This is an optimization exercise on Yosys and OpenROAD, whose aim is small area, not a production implementation.
Function was checked by simulation only, so behaviour that the tests miss may differ from the original.
Power figures rest on the tool's default switching activity, not on a simulated workload.

==> nickel <==
Design bn_top, start of the top module:
module bn_top
(
  input  logic           clk_i,
  input  logic           rst_n_i,
  input  logic [15:0]    x_i,
  input  logic           x_valid_i,
  input  logic           mode_i,
  input  logic [31:0]    param_i,
  input  logic           param_valid_i,
  output logic [15:0]    y_o,
  output logic           y_valid_o
);
  logic [15:0] mem_q [8];
  logic [2:0]  idx_q;        
  logic [2:0]  rp_idx_q;     
  logic        rp_on_q;      
  logic        pv_q;         
  logic        byp_q;        
  logic [18:0] sum_q;
  logic [15:0] mx_q, mn_q;
  logic [15:0] mean_q;
  logic [3:0]  sh_q;               
  logic [15:0] gam_q, bet_q;       
  logic [15:0] bgam_q, bbet_q;     
  logic [16:0] p_q;
  logic train, restart, last, first;
  assign train   = x_valid_i && mode_i;
  assign restart = (idx_q == 3'd0);
  assign last    = train && (idx_q == 3'd7);
  assign first   = rp_on_q && (rp_idx_q == 3'd0);
  logic [7:0]  rsel;
  logic [15:0] rd;
  always_comb begin
    rd = '0;
    for (int i = 0; i < 8; i++) begin
      rsel[i] = (rp_idx_q == 3'(i));
      rd = rd | ({16{rsel[i]}} & mem_q[i]);
    end
  end
  always_ff @(posedge clk_i) begin
    for (int i = 0; i < 8; i++)
      if (x_valid_i && idx_q == 3'(i)) mem_q[i] <= x_i;
  end
  logic [18:0] sum_nx;
  logic        x_gt, x_lt;
  rc_add #(.W(19)) u_sum (
    .a  (sum_q & {19{!restart}}),
    .b  ({{3{x_i[15]}}, x_i}),
    .ci (1'b0),
  ...
clock: 15.0 ns
lec_check: 0
cap_margin: 20
core_margin: 2
core_utilization: 40
slew_margin: 20
synth_hierarchical: 1
standard.sh (not shown) runs the stock make flow with config.mk's settings and CLKGATE_MAP_FILE= SYNTH_SCRIPT=/design/flow/synth_recipe.tcl, a recipe that flattens the netlist after the stock synthesis.
==> flow/flow/run.sh <==
#!/bin/bash
# Standard ORFS layout with three changes: combinational cells upsized by
# synthesis start at drive strength 1, the clock tree has no dummy loads, and
# non-critical gates are downsized after global routing (RECOVER_POWER).
set -euo pipefail
export RESULTS=$PWD/orfs/results/${FLOW_PLATFORM:-sky130hd}/bn_top/base
bash standard.sh synth > synth.log 2>&1
openroad -no_init -exit flow/downsize.tcl > downsize.log 2>&1
bash standard.sh RECOVER_POWER=100 \
  "CTS_ARGS=-sink_clustering_enable -repair_clock_nets -dont_use_dummy_load" \
  finish > layout.log 2>&1
==> flow/flow/downsize.tcl <==
# Set every combinational cell that synthesis upsized back to its smallest
# drive strength (_1); placement and timing repair upsize again where needed.
# Registers, tie cells and buffers are left alone.
set R $::env(RESULTS)
read_db $R/1_synth.odb
set db [ord::get_db]
set block [ord::get_db_block]
set n 0
foreach inst [$block getInsts] {
  set m [[$inst getMaster] getName]
  if {![regexp {^(sky130_fd_sc_hd__([a-z0-9]+))_([0-9]+)$} $m -> base kind sz]} { continue }
  if {$sz <= 1} { continue }
  if {[regexp {^(df|edf|sdf|dl|conb|tap|fill|decap|clk|buf|dlygate|probe|lpflow)} $kind]} { continue }
  set new [$db findMaster ${base}_1]
  if {$new eq "NULL" || $new eq ""} { continue }
  $inst swapMaster $new
  incr n
}
puts "downsized $n instances"
write_db $R/1_synth.odb
==> inputs of amber, as changes to nickel <==
==> flow/run.sh (new file) <==
#!/bin/bash
# synth_recipe.tcl (not shown) runs the flow's synth.tcl, then flattens the netlist and writes it again
# the make line also repeats each setting of config.mk as NAME=value (left out here)
make -C /OpenROAD-flow-scripts/flow DESIGN_CONFIG=/design/flow/config.mk WORK_HOME=/design/flow/orfs CLKGATE_MAP_FILE= SYNTH_SCRIPT=/design/flow/synth_recipe.tcl finish
removed: flow/flow/run.sh
removed: flow/flow/downsize.tcl
removed: flow/standard.sh
==> summary.md <==
| Metric | Value |
|---|---|
| CP Max Fanout | `13` |
| Nets | `1905` |
| Most frequent cells in the layout | `227 x edfxtp_1, 156 x fa_1, 144 x a22oi_2, 137 x xnor2_1, 99 x ha_1` |
| Comb pwr | `546 uW` |
| Total CTS buffers | `30` |
| DR iter-0 viols | `840` |
| Grt met1 use | `0.2445` |
| Seq/total area | `0.3680` |
| Synthesis-to-layout area growth | `13.84%` |
| Total Power | `2274 uW` |
| Actual slew at the worst max-slew pin | `1.054 ns` |
| Met3 Use GR | `0.01613` |
| Worst slack, placed | `3.550 ns` |
| Leak | `0.008756 uW` |
| Cell seen most often among critical-path stages | `fa_1` |
| First-pass GRT wire length | `72310 um` |
| Global-route usage over all layers | `0.1733` |
| TritonRoute pass-1 iters | `7` |
| GPL Wtd Cong | `0.8399` |
| Rows | `82` |
| Final Util | `0.4577` |
| Status | `finished clean` |
-- figures above: amber

==> summary.md <==
| Metric | Value |
|---|---|
| Max cap viols | `4` |
| Total CTS buffers | `31` |
| Comb pwr | `531 uW` |
| Grt met1 use | `0.2464` |
| First-pass GRT wire length | `69560 um` |
| Cell seen most often among critical-path stages | `a21o_1` |
| TritonRoute pass-1 iters | `5` |
| Status | `finished with violations` |
| Met3 Use GR | `0.02041` |
| Layout check faults | `max-capacitance violations, max-slew violations` |
| Final Util | `0.4529` |
| Rows | `80` |
| DR iter-0 viols | `1094` |
| Fin. max-slew vios | `120` |
| Nets | `1901` |
| GPL Wtd Cong | `0.8564` |
| Synthesis-to-layout area growth | `11.99%` |
| Actual slew at the worst max-slew pin | `1.929 ns` |
| Total Power | `2141 uW` |
-- figures above: nickel

==> what the ideal ports hide <==
No port has a modelled driver above. Below, the same layouts with a new extraction and two added sets of constraints. Step 1, drivers: a clkbuf_16 drives clk_i and a buf_2 each remaining input, both assumed. Step 2, shift: input delay + t, output delay - t, t = (earliest + latest rising clock arrival at the registers) / 2. This alone moves slack from input paths to output paths. a / b / c = no drivers / after step 1 / after step 2; a / b = the first two.
run	t (ns)	slack for setup (ns)	worst setup path after step 2
nickel	0.603	3.539 / 3.539 / 3.539	register to register
amber	0.617	4.250 / 4.263 / 3.645	input to register
For amber, which loses most, drivers alone change the setup slack by +0.013 ns; drivers and shift together by -0.605 ns.
